Context: an optimization exercise on an open-source flow, tuned for small area, a short achievable clock period and few clock cycles per item. The choices shown serve that exercise and are no tape-out recipe. The RTL was checked by simulation tests, not by an equivalence proof against the original design. Power and IR drop assume default switching activity.

## flow/design.v

```verilog
package lpit_pkg;
  localparam int unsigned DEF_TABLE_DEPTH = 64;
  localparam int unsigned LEN_W           = 7;
  localparam int unsigned ID_W            = 32;
  localparam int unsigned SLOT_W          = 6;
  localparam int unsigned ADDR_W          = 3;
  localparam int unsigned DATA_W          = 32;
  localparam logic [LEN_W-1:0] LEN_RESET  = 7'd64;
  localparam logic [1:0] REQ_LOOKUP    = 2'd0;
  localparam logic [1:0] REQ_ALLOC     = 2'd1;
  localparam logic [1:0] REQ_NEXT_UUID = 2'd2;
  localparam logic [1:0] REQ_RELEASE   = 2'd3;
  localparam logic REG_TABLE_LENGTH = 1'b0;
  typedef struct packed {
    logic            probe_en;
    logic            free_ok;
    logic            wr_alloc;
    logic            wr_release;
    logic [ID_W-1:0] key;
  } cell_cmd_t;
endpackage
module lpit_cell
#(
  parameter int unsigned SLOT_BITS = 6,
  parameter int unsigned CELL_IDX  = 0
) (
  input  logic                 clk,
  input  logic                 rst_n,
  input  logic                 start,
  input  logic [SLOT_BITS-1:0] start_slot,
  input  logic [SLOT_BITS-1:0] last_slot,
  input  logic                 tok_in,
  input  lpit_pkg::cell_cmd_t  cmd,
  output logic                 tok_fwd,
  output logic                 tok_wrap,
  output logic                 hit,
  output logic                 hit_valid
);
  logic            tok_r, tok_nxt;
  logic            valid_r, valid_nxt;
  logic [lpit_pkg::ID_W-1:0] id_r, id_nxt;
  logic            is_last;
  assign is_last  = (last_slot == SLOT_BITS'(CELL_IDX));
  assign tok_fwd  = tok_r & ~is_last;
  assign tok_wrap = tok_r & is_last;
  assign hit = cmd.probe_en & tok_r &
               ((cmd.free_ok & ~valid_r) | (valid_r & (id_r == cmd.key)));
  assign hit_valid = hit & valid_r;
  always_comb begin
    tok_nxt   = tok_r;
    valid_nxt = valid_r;
    id_nxt    = id_r;
    if (start) begin
      tok_nxt = (start_slot == SLOT_BITS'(CELL_IDX));
    end else if (cmd.probe_en) begin
      tok_nxt = tok_in;
    end
    if (hit && cmd.wr_alloc) begin
      valid_nxt = 1'b1;
      id_nxt    = cmd.key;
    end else if (hit && cmd.wr_release) begin
      valid_nxt = 1'b0;
    end
  end
  always_ff @(posedge clk) begin
    if (!rst_n) begin
      tok_r   <= 1'b0;
      valid_r <= 1'b0;
    end else begin
      tok_r   <= tok_nxt;
      valid_r <= valid_nxt;
    end
    id_r <= id_nxt;
  end
endmodule
module linear_probe_id_table
#(
  parameter int unsigned TABLE_DEPTH = lpit_pkg::DEF_TABLE_DEPTH
) (
  input  logic              clk,
  input  logic              rst_n,
  input  logic              in_valid,
  output logic              in_stall,
  input  logic [1:0]        in_req_type,
  input  logic [lpit_pkg::ID_W-1:0]   in_identifier,
  output logic              out_valid,
  input  logic              out_stall,
  output logic              out_status,
  output logic [lpit_pkg::SLOT_W-1:0] out_slot,
  output logic [lpit_pkg::ID_W-1:0]   out_uuid,
  output logic              out_was_present,
  input  logic              psel,
  input  logic              penable,
  input  logic              pwrite,
  input  logic [lpit_pkg::ADDR_W-1:0] paddr,
  input  logic [lpit_pkg::DATA_W-1:0] pwdata,
  output logic [lpit_pkg::DATA_W-1:0] prdata,
  output logic              pready
);
  localparam int unsigned LW = $clog2(TABLE_DEPTH + 1);
  localparam int unsigned SW = (TABLE_DEPTH > 1) ? $clog2(TABLE_DEPTH) : 1;
  localparam logic [2:0] ST_IDLE  = 3'd0;
  localparam logic [2:0] ST_DIV   = 3'd1;
  localparam logic [2:0] ST_LOAD  = 3'd2;
  localparam logic [2:0] ST_PROBE = 3'd3;
  localparam logic [2:0] ST_DONE  = 3'd4;
  logic [2:0]        state_r, state_nxt;
  logic [lpit_pkg::LEN_W-1:0]  len_r, len_nxt;
  logic [1:0]        req_r, req_nxt;
  logic [lpit_pkg::ID_W-1:0]   id_r, id_nxt;
  logic [lpit_pkg::ID_W-1:0]   base_r, base_nxt;
  logic [LW-1:0]     rem_r, rem_nxt;
  logic [4:0]        bit_r, bit_nxt;
  logic [SW-1:0]     pos_r, pos_nxt;
  logic [LW-1:0]     cnt_r, cnt_nxt;
  logic              status_r, status_nxt;
  logic [lpit_pkg::SLOT_W-1:0] slot_r, slot_nxt;
  logic [lpit_pkg::ID_W-1:0]   uuid_r, uuid_nxt;
  logic              pres_r, pres_nxt;
  logic [31:0]       len32, n32;
  logic [LW-1:0]     n_len, n_m1;
  logic [LW:0]       div_t;
  logic [SW-1:0]     start_slot, last_slot;
  logic              cell_start;
  lpit_pkg::cell_cmd_t         cmd;
  logic [TABLE_DEPTH-1:0] tok_in, tok_fwd, tok_wrap, hit, hit_valid;
  logic              any_hit, any_present, cfg_wr;
  assign len32 = {{(32-lpit_pkg::LEN_W){1'b0}}, len_r};
  always_comb begin
    n32 = len32;
    if (len32 == 32'd0) n32 = 32'd1;
    if (len32 > TABLE_DEPTH) n32 = TABLE_DEPTH;
  end
  assign n_len     = n32[LW-1:0];
  assign n_m1      = n_len - LW'(1);
  assign last_slot = n_m1[SW-1:0];
  assign cfg_wr = psel & penable & pwrite & pready;
  assign pready = 1'b1;
  assign prdata = (paddr[2] == lpit_pkg::REG_TABLE_LENGTH) ?
                  {{(lpit_pkg::DATA_W-lpit_pkg::LEN_W){1'b0}}, len_r} : '0;
  assign len_nxt = (cfg_wr && paddr[2] == lpit_pkg::REG_TABLE_LENGTH) ? pwdata[lpit_pkg::LEN_W-1:0] : len_r;
  assign in_stall  = (state_r != ST_IDLE);
  assign out_valid = (state_r == ST_DONE);
  assign out_status      = status_r;
  assign out_slot        = slot_r;
  assign out_uuid        = uuid_r;
  assign out_was_present = pres_r;
  assign div_t = {rem_r, id_r[bit_r]};
  assign cell_start   = (state_r == ST_LOAD);
  assign start_slot   = (req_r == lpit_pkg::REQ_NEXT_UUID) ? '0 : rem_r[SW-1:0];
  assign cmd.probe_en   = (state_r == ST_PROBE);
  assign cmd.free_ok    = (req_r == lpit_pkg::REQ_ALLOC) || (req_r == lpit_pkg::REQ_NEXT_UUID);
  assign cmd.wr_alloc   = (req_r == lpit_pkg::REQ_ALLOC);
  assign cmd.wr_release = (req_r == lpit_pkg::REQ_RELEASE);
  assign cmd.key        = (req_r == lpit_pkg::REQ_NEXT_UUID) ? base_r : id_r;
  assign any_hit     = |hit;
  assign any_present = |hit_valid;
  genvar gi;
  generate
    for (gi = 0; gi < TABLE_DEPTH; gi++) begin : g_cell
      if (gi == 0) begin : g_head
        assign tok_in[gi] = |tok_wrap;
      end else begin : g_body
        assign tok_in[gi] = tok_fwd[gi-1];
      end
      lpit_cell #(
        .SLOT_BITS (SW),
        .CELL_IDX  (gi)
      ) u_cell (
        .clk        (clk),
        .rst_n      (rst_n),
        .start      (cell_start),
        .start_slot (start_slot),
        .last_slot  (last_slot),
        .tok_in     (tok_in[gi]),
        .cmd        (cmd),
        .tok_fwd    (tok_fwd[gi]),
        .tok_wrap   (tok_wrap[gi]),
        .hit        (hit[gi]),
        .hit_valid  (hit_valid[gi])
      );
    end
  endgenerate
  always_comb begin
    state_nxt  = state_r;
    req_nxt    = req_r;
    id_nxt     = id_r;
    base_nxt   = base_r;
    rem_nxt    = rem_r;
    bit_nxt    = bit_r;
    pos_nxt    = pos_r;
    cnt_nxt    = cnt_r;
    status_nxt = status_r;
    slot_nxt   = slot_r;
    uuid_nxt   = uuid_r;
    pres_nxt   = pres_r;
    case (state_r)
      ST_IDLE: begin
        if (in_valid) begin
          req_nxt   = in_req_type;
          id_nxt    = in_identifier;
          rem_nxt   = '0;
          bit_nxt   = 5'd31;
          state_nxt = ST_DIV;
        end
      end
      ST_DIV: begin
        if (div_t >= {1'b0, n_len}) rem_nxt = LW'(div_t - {1'b0, n_len});
        else rem_nxt = div_t[LW-1:0];
        bit_nxt = bit_r - 5'd1;
        if (bit_r == 5'd0) state_nxt = ST_LOAD;
      end
      ST_LOAD: begin
        base_nxt  = id_r - {{(lpit_pkg::ID_W-LW){1'b0}}, rem_r};
        pos_nxt   = start_slot;
        cnt_nxt   = '0;
        state_nxt = ST_PROBE;
      end
      ST_PROBE: begin
        if (any_hit) begin
          status_nxt = 1'b0;
          slot_nxt   = lpit_pkg::SLOT_W'({{(32-SW){1'b0}}, pos_r});
          pres_nxt   = any_present;
          uuid_nxt   = (req_r == lpit_pkg::REQ_NEXT_UUID) ?
                       base_r + {{(lpit_pkg::ID_W-SW){1'b0}}, pos_r} : id_r;
          state_nxt  = ST_DONE;
        end else if (cnt_r == n_m1) begin
          status_nxt = 1'b1;
          slot_nxt   = '0;
          pres_nxt   = 1'b0;
          uuid_nxt   = (req_r == lpit_pkg::REQ_NEXT_UUID) ? base_r : id_r;
          state_nxt  = ST_DONE;
        end else begin
          pos_nxt = (LW'(pos_r) == n_m1) ? '0 : pos_r + SW'(1);
          cnt_nxt = cnt_r + LW'(1);
        end
      end
      ST_DONE: begin
        if (!out_stall) state_nxt = ST_IDLE;
      end
      default: state_nxt = ST_IDLE;
    endcase
  end
  always_ff @(posedge clk) begin
    if (!rst_n) begin
      state_r <= ST_IDLE;
      len_r   <= lpit_pkg::LEN_RESET;
    end else begin
      state_r <= state_nxt;
      len_r   <= len_nxt;
    end
    req_r    <= req_nxt;
    id_r     <= id_nxt;
    base_r   <= base_nxt;
    rem_r    <= rem_nxt;
    bit_r    <= bit_nxt;
    pos_r    <= pos_nxt;
    cnt_r    <= cnt_nxt;
    status_r <= status_nxt;
    slot_r   <= slot_nxt;
    uuid_r   <= uuid_nxt;
    pres_r   <= pres_nxt;
  end
endmodule
```

## flow/run.sh

```bash
#!/bin/bash
# synth_recipe.tcl (not shown) runs the flow's synth.tcl, then flattens the netlist and writes it again
# the make line also repeats each setting of config.mk as NAME=value (left out here)
make -C /OpenROAD-flow-scripts/flow DESIGN_CONFIG=/design/flow/config.mk WORK_HOME=/design/flow/orfs CLKGATE_MAP_FILE= SYNTH_SCRIPT=/design/flow/synth_recipe.tcl finish
```

## flow/config.mk

```make
export PLATFORM = sky130hd
export DESIGN_NAME = linear_probe_id_table
export DESIGN_NICKNAME = linear_probe_id_table
export VERILOG_FILES = /design/flow/design.v
export SDC_FILE = /design/flow/constraint.sdc
export NUM_CORES = 4
export LEC_CHECK = 0
export CAP_MARGIN = 20
export CORE_MARGIN = 2
export CORE_UTILIZATION = 40
export SLEW_MARGIN = 20
```

## flow/constraint.sdc

```tcl
create_clock -name core_clock -period 6.0 [get_ports {clk}]
set_input_delay 1.2000 -clock core_clock [delete_from_list [all_inputs] [get_ports {clk}]]
set_output_delay 1.2000 -clock core_clock [all_outputs]
set_load 0.01 [all_outputs]
```

==> notes.md <==
- GRT overflow: 0
- Distinct cells, synth: 76
- Crit-path max FO: 20
- RSZ-0062 raised after global routing: no
- M3 GR Usage: approximately 4%
- Die area: between 0.2 and 0.3 sq mm
- R2R depth: 20
- First-pass GRT wire length: ~490000 um
- Clock Pin Slew Worst Setup and Hold Paths: approximately 60 ps
- Reg area: around 0.068 sq mm
- Setup tns final: 0 ps
- Slowest CP cell: nand4_1
- Pwr/cell area: between 300 and 400 mW/mm^2
- Rel. slew slack: 16.8%
- Status: timing/DRC/antenna clean
- DRC: 0
- Most Crowded Layer GR: met2
- Crit Path Class: register to register
- Total CTS buffers: 235
- CP dominant cell by count: buf_4
- RR Endpoint: cnt_r[3]
- Mean Syn Cell Area: 14.7 sq um
- Delay-heaviest family, CP: simple AND/OR/NAND/NOR gates
- Port buffer count: between 90 and 100
- GRT Total Usage: between 20% and 30%
- Start point of the worst hold path: g_cell[7].u_cell.valid_r
- Initial antenna violation count: 27
- Worst slack at placement: 200 ps
- Post-synthesis sequential area ratio: between 60% and 70%
- Total design power: about 38 mW
- Fraction of layout cells with a size suffix above 1: about an eighth
- FF-to-FF setup slack: ~170 ps
- Worst r2r src: req_r[0]
- Yosys top cell area share: ~64%
- Worst Slack Setup Final: 166 ps
- Slowest cell delay on critical path: about 650 ps
- Cell Area, Synth: 0.102 sq mm
- Post-DP HPWL: approximately 210000 um
- Worst path buffer plus inverter count: 8
- Worst hold path endpoint: g_cell[7].u_cell.valid_r
- Fmax: ~170 MHz
- Maximum VDD drop: between 0.3 and 0.4 mV
- Leak Pwr: between 30 and 40 nW
- GR Util met1: about 38%
- Critical path arrival: 6440 ps
- Nets@finish: between 7000 and 8000
- Routability congestion estimate: about 0.95
- # resized after CTS: 0
- Clock Latency Late Sink: 920 ps
- Final hold violation count: 0
- Post-synthesis cell count: approximately 6900
- Top_reg_cell synth: edfxtp_1
- Vias in the first global route: 60000
- Drt via density: 5.82
- Synth async-reset ratio: 0%
- Register bit count reported by yosys: around 2300
- Clock Skew: 69.4 ps
- Wire per inst: between 30 and 40 um
- Deepest clock path buffer count: 3
- CP startpoint kind: register
- Largest net degree at the start of global routing: 111
- Multi-input logic area: between 0.03 and 0.04 sq mm
- Core region area: 0.254 sq mm
- Min-delay worst type: register to register
- Number of DRC markers in iteration 0: 9964
- Initial core utilization: between 40 and 50%
- CP endpoint kind: register
- Filler Cells Inserted: ~22000
- Dominant cells by area after synthesis: edfxtp_1, xnor2_1, xor2_1
- H-tree depth: 4
- Ports: ~150
- Period utilisation layout: a little over nine tenths
- Max-cap violation count: 0
- Clock root cell: clkbuf_16
- Post-synth EDFFs: 2179
- Clk sinks: 2317
- Yosys Warn Count: 65
- Period minus WS final: 5830 ps
- Post-route core utilization: a little under half
- # rows: ~190
- Die Wd: slightly above 500 um
- WHS Path Cells: 2
- Pins Over Slew Limit: 0
- Setup violators final: 0
- Worst slew pin tran: 1250 ps
- ANT nets after route: 0
- Die Height: 509 um
- Total number of vias: approximately 64000
- Area grow syn2layout: 15.0%
- CTS Hold Bufs: 0
- CTS tree: yes
- DRT Wirelength: roughly 360000 um
- Crit-path cells: inv_1, ha_2, buf_4, mux2i_4, buf_12, buf_4, xnor2_1, nor4_1, nand4_1, nor3_1, buf_4, nor4_1, nand4_1, nor4_4, buf_12, nand2_4, inv_2, nand2_1, a21oi_1, buf_4
- CP required: 6610 ps
- Crit path from: req_r[0]
- Drt first pass iters: 9
- Post-CTS Setup Bufs: 0
- Grt met2 use: 43.6%
- Synth area leader: edfxtp_1
layout by cell type, fill, tap and decap left out, types with 61 or more instances in the layout:
cell type / netlist / final
clkdlybuf4s50_1: 0 / 96
nand4_1: 264 / 264
nor3_1: 78 / 78
xnor2_1: 1445 / 1444
clkbuf_16: 0 / 237
clkbuf_1: 100 / 86
nor4_1: 381 / 378
xor2_1: 677 / 677
buf_12: 1 / 91
nand2_1: 234 / 234
dfxtp_1: 138 / 138
a21oi_1: 69 / 68
nand3_1: 104 / 104
edfxtp_1: 2179 / 2179
buf_4: 145 / 336
nor2_1: 205 / 146
o21a_1: 61 / 61
per-stage QoR:
stage               std cells  hold slack, ps  area (sq um)
floorplan                6953             492        102000
global placement        10500             508        110000
detailed placement      10500             520        110000
CTS                     10900             531        117000
global route            10900             556        117000
finish                  10900             533        117000
final cells by class:
type | count | share of cell area, %
antenna | 16 | 0.0341
clock buffer | 337 | 5.49
inverter | 91 | 0.393
sequential | 2317 | 58.1
tap | 3366 | 3.59
timing repair buffer | 524 | 4.53
clock inverter | 99 | 0.698
multi-input combinational | 4175 | 27.2
worst max path at each step:
stage,depth (start not counted),slack (ps),endpoint
final,20,170,cnt_r[3]
after global routing,20,90,cnt_r[1]
after CTS,20,180,cnt_r[3]
after detailed placement,20,200,cnt_r[5]
after global placement,20,210,cnt_r[6]
after floorplan,16,230,pres_r
layer usage:
layer | vias up | share of wire, % | routed length, um
met5 | - | 0.0078 | 28
met4 | 6 | 3.4 | 12200
met3 | 557 | 10 | 35600
met2 | 3764 | 47 | 167000
met1 | 33000 | 40 | 143000
li1 | 26200 | - | -
cells by family (layout without fill, tap and decap cells):
family | Yosys count | after routing | synth area share, %
and+or+nand+nor | 1483 | 1483 | 7.96
buffers and inverters | 461 | 1051 | 2.57
AOI/OAI and AO/OA | 453 | 453 | 3.21
DFF | 2317 | 2317 | 66.8
xor gates and xnor gates | 2122 | 2122 | 18.2
adders and majority gates | 34 | 34 | 0.439
other | 2 | 42 | 0.00736
muxes | 57 | 57 | 0.800
synth_stat cells (all sizes together), types with 23 or more instances:
master and n:
edfxtp 2179, xnor2 1445, xor2 677, nor4 384
buf 269, nand4 265, nand2 235, nor2 205
dfxtp 138, nand3 104, clkbuf 101, inv 89
nor3 78, a21oi 69, o21ai 63, o21a 61
a32oi 50, a21boi 48, o211a 46, or4 46
mux2i 44, a31oi 36, nor3b 35, ha 31
nor2b 30, nand2b 28, and3 25, and2 23
report_power, final:
| group | switching, mW | internal (mW) |
|---|---|---|
| sequential | 0.277 | 18.1 |
| clock | 6.31 | 7.86 |
| combinational | 4.03 | 1.73 |
registers in the layout, summed over array words and instances (netlist names), 3 cells and up:
| signal | cells |
|---|---|
| g_cell.u_cell.tok_r | 64 |
| base_r | 32 |
| rem_r | 7 |
| g_cell.u_cell.id_r | 2048 |
| pos_r | 6 |
| g_cell.u_cell.valid_r | 64 |
| len_r | 7 |
| id_r | 32 |
| slot_r | 6 |
| cnt_r | 7 |
| state_r | 3 |
| bit_r | 5 |
| uuid_r | 32 |
worst reg2reg max path, stage by stage (launching register included):
cell      delay (ps)
edfxtp_1         430
inv_1            150
ha_2             470
buf_4            290
mux2i_4          270
buf_12           280
buf_4            410
xnor2_1          170
nor4_1            70
nand4_1          180
nor3_1            90
buf_4            200
nor4_1           470
nand4_1          650
nor4_4           520
buf_12           200
nand2_4           80
inv_2            120
nand2_1           70
a21oi_1          150
buf_4            250
Testbench counts, summed over its fixed seeds: cycles 336,414, items 7,200.

-- separate check: timing with driven ports --
Ports are ideal in the flow. The routed layout listed here was re-timed in OpenROAD.
Step 1 (the two cells are an assumption about what drives the block):
set clk [get_ports {clk}]
set_driving_cell -lib_cell sky130_fd_sc_hd__clkbuf_16 $clk
set_driving_cell -lib_cell sky130_fd_sc_hd__buf_2 [delete_from_list [all_inputs] $clk]
Step 2 times the ports against the registers' clock, not the clock port: input delays grow and output delays shrink by t, the midpoint of the rising clock arrivals with the driver on.
Three values: ideal ports, drivers, drivers and shift; two values: the first two.
t (ns): 0.982
slack for setup (ns): 0.166 / 0.166 / 0.166
worst setup path after step 2: register to register
worst data-port slew with drivers (ns): 0.06
pins driven straight from the clock port: 1
After both steps setup and hold are still met in this run. The setup slack of this run moves by 0.000 ns with the drivers and by 0.000 ns with both steps.
